This is an optimization exercise on Yosys and OpenROAD, whose aim is a short achievable clock period and few clock cycles, not a production implementation. The RTL was checked by simulation tests, not by an equivalence proof against the original design. Power figures rest on the tool's default switching activity, not on a simulated workload.

==> flow/design.v <==
module cache #(
    parameter int INDEX_BITS = 5
) (
    input  logic        clk,
    input  logic        rst,
    input  logic        cpu_req,
    input  logic        cpu_we,
    input  logic [31:0] cpu_addr,
    input  logic [31:0] cpu_wdata,
    output logic [31:0] cpu_rdata,
    output logic        cpu_ready,
    output logic        mem_req,
    output logic        mem_we,
    output logic [31:0] mem_addr,
    output logic [31:0] mem_wdata,
    input  logic [31:0] mem_rdata,
    input  logic        mem_ready
);
    localparam int LINES    = 1 << INDEX_BITS;
    localparam int TAG_BITS = 28 - INDEX_BITS;
    logic                  idle_q;       
    logic                  hitdone_q;    
    logic                  rf_q;         
    logic                  rlast_q;      
    logic [1:0]            off_q;        
    logic [LINES-1:0]      valid_q;
    logic [TAG_BITS-1:0]   tag_q  [LINES];
    logic [31:0]           data_q [LINES][4];
    logic [LINES-1:0]      idx_oh_q;     
    logic [31:0]           rdo_q;        
    logic [LINES-1:0]      pend_line_q;  
    logic [3:0]            pend_wo_q;    
    logic [31:0]           pend_data_q;
    logic [TAG_BITS-1:0]   addr_tag;
    logic [INDEX_BITS-1:0] addr_index;
    logic [1:0]            addr_word;
    logic                  unused_addr_bits;
    assign addr_tag         = cpu_addr[31:4+INDEX_BITS];
    assign addr_index       = cpu_addr[3+INDEX_BITS:4];
    assign addr_word        = cpu_addr[3:2];
    assign unused_addr_bits = ^cpu_addr[1:0];
    logic hit, rd_start, xfer, conflict;
    logic [LINES-1:0] line_oh, match;
    logic [3:0]       word_oh;
    always_comb begin
        for (int i = 0; i < LINES; i++) begin
            line_oh[i] = addr_index == INDEX_BITS'(i);
            match[i]   = valid_q[i] && (tag_q[i] == addr_tag);
        end
        for (int w = 0; w < 4; w++) word_oh[w] = addr_word == 2'(w);
    end
    assign hit = |(line_oh & match);
    logic [4*LINES-1:0] sel;
    logic [31:0]        lvl1 [2*LINES];
    logic [31:0]        lvl2 [LINES/2];
    logic [31:0]        lvl3 [LINES/4];
    logic [31:0]        lvl4 [LINES/8];
    logic [31:0]        lvl5 [LINES/16];
    logic [31:0]        arr_word;
    cache_word_dec #(.INDEX_BITS(INDEX_BITS)) u_dec (
        .index(addr_index), .word(addr_word), .sel(sel)
    );
    for (genvar k = 0; k < 2 * LINES; k++) begin : g_l1
        cache_ao22n u_ao (
            .a0(data_q[(2*k)/4][(2*k)%4]), .s0(sel[2*k]),
            .a1(data_q[(2*k+1)/4][(2*k+1)%4]), .s1(sel[2*k+1]),
            .y(lvl1[k])
        );
    end
    for (genvar k = 0; k < LINES / 2; k++) begin : g_l2
        cache_nand4 u_nd (
            .a(lvl1[4*k]), .b(lvl1[4*k+1]), .c(lvl1[4*k+2]), .d(lvl1[4*k+3]), .y(lvl2[k])
        );
    end
    for (genvar k = 0; k < LINES / 4; k++) begin : g_l3
        cache_nor2 u_nr (.a(lvl2[2*k]), .b(lvl2[2*k+1]), .y(lvl3[k]));
    end
    for (genvar k = 0; k < LINES / 8; k++) begin : g_l4
        cache_nand2 u_nd (.a(lvl3[2*k]), .b(lvl3[2*k+1]), .y(lvl4[k]));
    end
    for (genvar k = 0; k < LINES / 16; k++) begin : g_l5
        cache_nor2 u_nr (.a(lvl4[2*k]), .b(lvl4[2*k+1]), .y(lvl5[k]));
    end
    cache_nand2 u_l6 (.a(lvl5[0]), .b(lvl5[1]), .y(arr_word));
    assign conflict = (|(pend_line_q & line_oh)) && (|(pend_wo_q & word_oh));
    assign rd_start = idle_q & cpu_req & ~cpu_we & ~conflict;
    assign mem_req   = rf_q | (cpu_req & cpu_we);
    assign mem_we    = cpu_we;
    assign mem_addr  = {cpu_addr[31:4], addr_word ^ off_q, 2'b00};
    assign mem_wdata = cpu_wdata;
    assign cpu_ready = hitdone_q | (mem_ready & (rlast_q | cpu_we));
    assign cpu_rdata = rdo_q;
    assign xfer = mem_req & mem_ready;
    always_ff @(posedge clk or posedge rst) begin
        if (rst) begin
            idle_q    <= 1'b1;
            hitdone_q <= 1'b0;
            rf_q      <= 1'b0;
            rlast_q   <= 1'b0;
            off_q     <= 2'd0;
            valid_q   <= '0;
            pend_line_q <= '0;
        end else begin
            idle_q    <= (idle_q & ~rd_start) | hitdone_q | (rlast_q & mem_ready);
            hitdone_q <= rd_start & hit;
            rf_q      <= (rd_start & ~hit) | (rf_q & ~(rlast_q & mem_ready));
            if (rf_q && mem_ready) begin
                off_q   <= {off_q[0], ~off_q[1]};
                rlast_q <= off_q == 2'd3;
            end
            pend_line_q <= line_oh & {LINES{xfer & (rf_q | hit)}};
            for (int i = 0; i < LINES; i++)
                if (rf_q && idx_oh_q[i]) valid_q[i] <= rlast_q & mem_ready;
        end
    end
    always_ff @(posedge clk) begin
        idx_oh_q <= LINES'(1) << addr_index;
        rdo_q <= arr_word;
        if (xfer) begin
            for (int w = 0; w < 4; w++) pend_wo_q[w] <= mem_addr[3:2] == 2'(w);
            pend_data_q <= cpu_we ? cpu_wdata : mem_rdata;
        end
        for (int i = 0; i < LINES; i++) begin
            if (rf_q && idx_oh_q[i]) tag_q[i] <= addr_tag;
            for (int w = 0; w < 4; w++)
                if (pend_line_q[i] && pend_wo_q[w])
                    data_q[i][w] <= pend_data_q;
        end
    end
endmodule
module cache_word_dec #(
    parameter int INDEX_BITS = 5
) (
    input  logic [INDEX_BITS-1:0]          index,
    input  logic [1:0]                     word,
    output logic [4*(1<<INDEX_BITS)-1:0]   sel
);
    always_comb
        for (int k = 0; k < 4 * (1 << INDEX_BITS); k++)
            sel[k] = {index, word} == (INDEX_BITS+2)'(k);
endmodule
module cache_ao22n (
    input  logic [31:0] a0,
    input  logic        s0,
    input  logic [31:0] a1,
    input  logic        s1,
    output logic [31:0] y
);
    assign y = ~((a0 & {32{s0}}) | (a1 & {32{s1}}));
endmodule
module cache_nand4 (
    input  logic [31:0] a, b, c, d,
    output logic [31:0] y
);
    assign y = ~(a & b & c & d);
endmodule
module cache_nor2 (
    input  logic [31:0] a, b,
    output logic [31:0] y
);
    assign y = ~(a | b);
endmodule
module cache_nand2 (
    input  logic [31:0] a, b,
    output logic [31:0] y
);
    assign y = ~(a & b);
endmodule
export LEC_CHECK = 0
export ABC_CLOCK_PERIOD_IN_PS = 3000
export CAP_MARGIN = 20
export CORE_MARGIN = 2
export CORE_UTILIZATION = 50
export SETUP_SLACK_MARGIN = 3.8
export SLEW_MARGIN = 20
export SYNTH_HIERARCHICAL = 1
export SYNTH_MINIMUM_KEEP_SIZE = 0
export TNS_END_PERCENT = 100
create_clock -name core_clock -period 7.0 [get_ports {clk}]
run.sh (not shown) runs the stock make flow with config.mk's settings and CLKGATE_MAP_FILE= SYNTH_SCRIPT=/design/flow/synth_recipe.tcl, a recipe that flattens the netlist after the stock synthesis.
Testbench counts at the start, summed over its fixed seeds: cycles 108,744.
==> next run, changes <==
--- a/flow/design.v
+++ b/flow/design.v
@@ -22,8 +22,10 @@
     logic                  hitdone_q;    
     logic                  rf_q;         
     logic                  rlast_q;      
     logic [1:0]            off_q;        
+    logic                  hitdone_o_q, rf_o_q, rlast_o_q;
+    logic [1:0]            off_o_q;
     logic [LINES-1:0]      valid_q;
     logic [TAG_BITS-1:0]   tag_q  [LINES];
     logic [31:0]           data_q [LINES][4];
     logic [LINES-1:0]      idx_oh_q;     
@@ -83,15 +85,28 @@
     end
     cache_nand2 u_l6 (.a(lvl5[0]), .b(lvl5[1]), .y(arr_word));
     assign conflict = (|(pend_line_q & line_oh)) && (|(pend_wo_q & word_oh));
     assign rd_start = idle_q & cpu_req & ~cpu_we & ~conflict;
-    assign mem_req   = rf_q | (cpu_req & cpu_we);
+    assign mem_req   = rf_o_q | (cpu_req & cpu_we);
     assign mem_we    = cpu_we;
-    assign mem_addr  = {cpu_addr[31:4], addr_word ^ off_q, 2'b00};
+    assign mem_addr  = {cpu_addr[31:4], addr_word ^ off_o_q, 2'b00};
     assign mem_wdata = cpu_wdata;
-    assign cpu_ready = hitdone_q | (mem_ready & (rlast_q | cpu_we));
+    assign cpu_ready = hitdone_o_q | (mem_ready & (rlast_o_q | cpu_we));
     assign cpu_rdata = rdo_q;
     assign xfer = mem_req & mem_ready;
+    logic       idle_d, hitdone_d, rf_d, rlast_d;
+    logic [1:0] off_d;
+    assign idle_d    = (idle_q & ~rd_start) | hitdone_q | (rlast_q & mem_ready);
+    assign hitdone_d = rd_start & hit;
+    assign rf_d      = (rd_start & ~hit) | (rf_q & ~(rlast_q & mem_ready));
+    assign off_d     = (rf_q & mem_ready) ? {off_q[0], ~off_q[1]} : off_q;
+    assign rlast_d   = (rf_q & mem_ready) ? (off_q == 2'd3) : rlast_q;
+    always_ff @(posedge clk) begin
+        hitdone_o_q <= ~rst & hitdone_d;
+        rf_o_q      <= ~rst & rf_d;
+        rlast_o_q   <= ~rst & rlast_d;
+        off_o_q     <= rst ? 2'd0 : off_d;
+    end
     always_ff @(posedge clk or posedge rst) begin
         if (rst) begin
             idle_q    <= 1'b1;
             hitdone_q <= 1'b0;
@@ -100,15 +115,13 @@
             off_q     <= 2'd0;
             valid_q   <= '0;
             pend_line_q <= '0;
         end else begin
-            idle_q    <= (idle_q & ~rd_start) | hitdone_q | (rlast_q & mem_ready);
-            hitdone_q <= rd_start & hit;
-            rf_q      <= (rd_start & ~hit) | (rf_q & ~(rlast_q & mem_ready));
-            if (rf_q && mem_ready) begin
-                off_q   <= {off_q[0], ~off_q[1]};
-                rlast_q <= off_q == 2'd3;
-            end
+            idle_q    <= idle_d;
+            hitdone_q <= hitdone_d;
+            rf_q      <= rf_d;
+            off_q     <= off_d;
+            rlast_q   <= rlast_d;
             pend_line_q <= line_oh & {LINES{xfer & (rf_q | hit)}};
             for (int i = 0; i < LINES; i++)
                 if (rf_q && idx_oh_q[i]) valid_q[i] <= rlast_q & mem_ready;
         end
The changed run finished clean.
Synthesized area grows slightly.
Die area rose slightly.
Setup slack improved by 97 ps.
Combinational power barely changes.
Total power came out higher slightly.
Clock-buffer cell count is higher by 84.
Wire length went up by roughly a tenth.
Via count rose by a few percent.
Testbench counts after the change, summed over its fixed seeds: cycles 108,744.

-- afterwards: timing with drivers on the ports --
The flow's constraints put no driver on any port. The routed layouts listed below were extracted and timed again, unchanged, in two steps.
Step 1 assumes that a clkbuf_16 drives the clock port and a buf_2 every other input.
Step 2 times the ports against the registers' clock, not the clock port: input delays grow and output delays shrink by t, the midpoint of the rising clock arrivals with the driver on.
Slacks: ideal / step 1 / step 2; pairs: ideal / step 1.
run	t, ns	setup slack, ns	hold WS [ns]	latest minus earliest clock arrival (ns)
the first run	1.105	3.411 / 3.306 / 2.261	0.501 / 0.501 / 0.501	0.066 / 0.066
the second run	1.127	3.508 / 3.431 / 2.440	0.488 / 0.488 / 0.488	0.079 / 0.079
After both steps setup and hold are still met in every run listed. For the first run, which loses most, drivers alone change the setup slack by -0.105 ns; drivers and shift together by -1.150 ns.
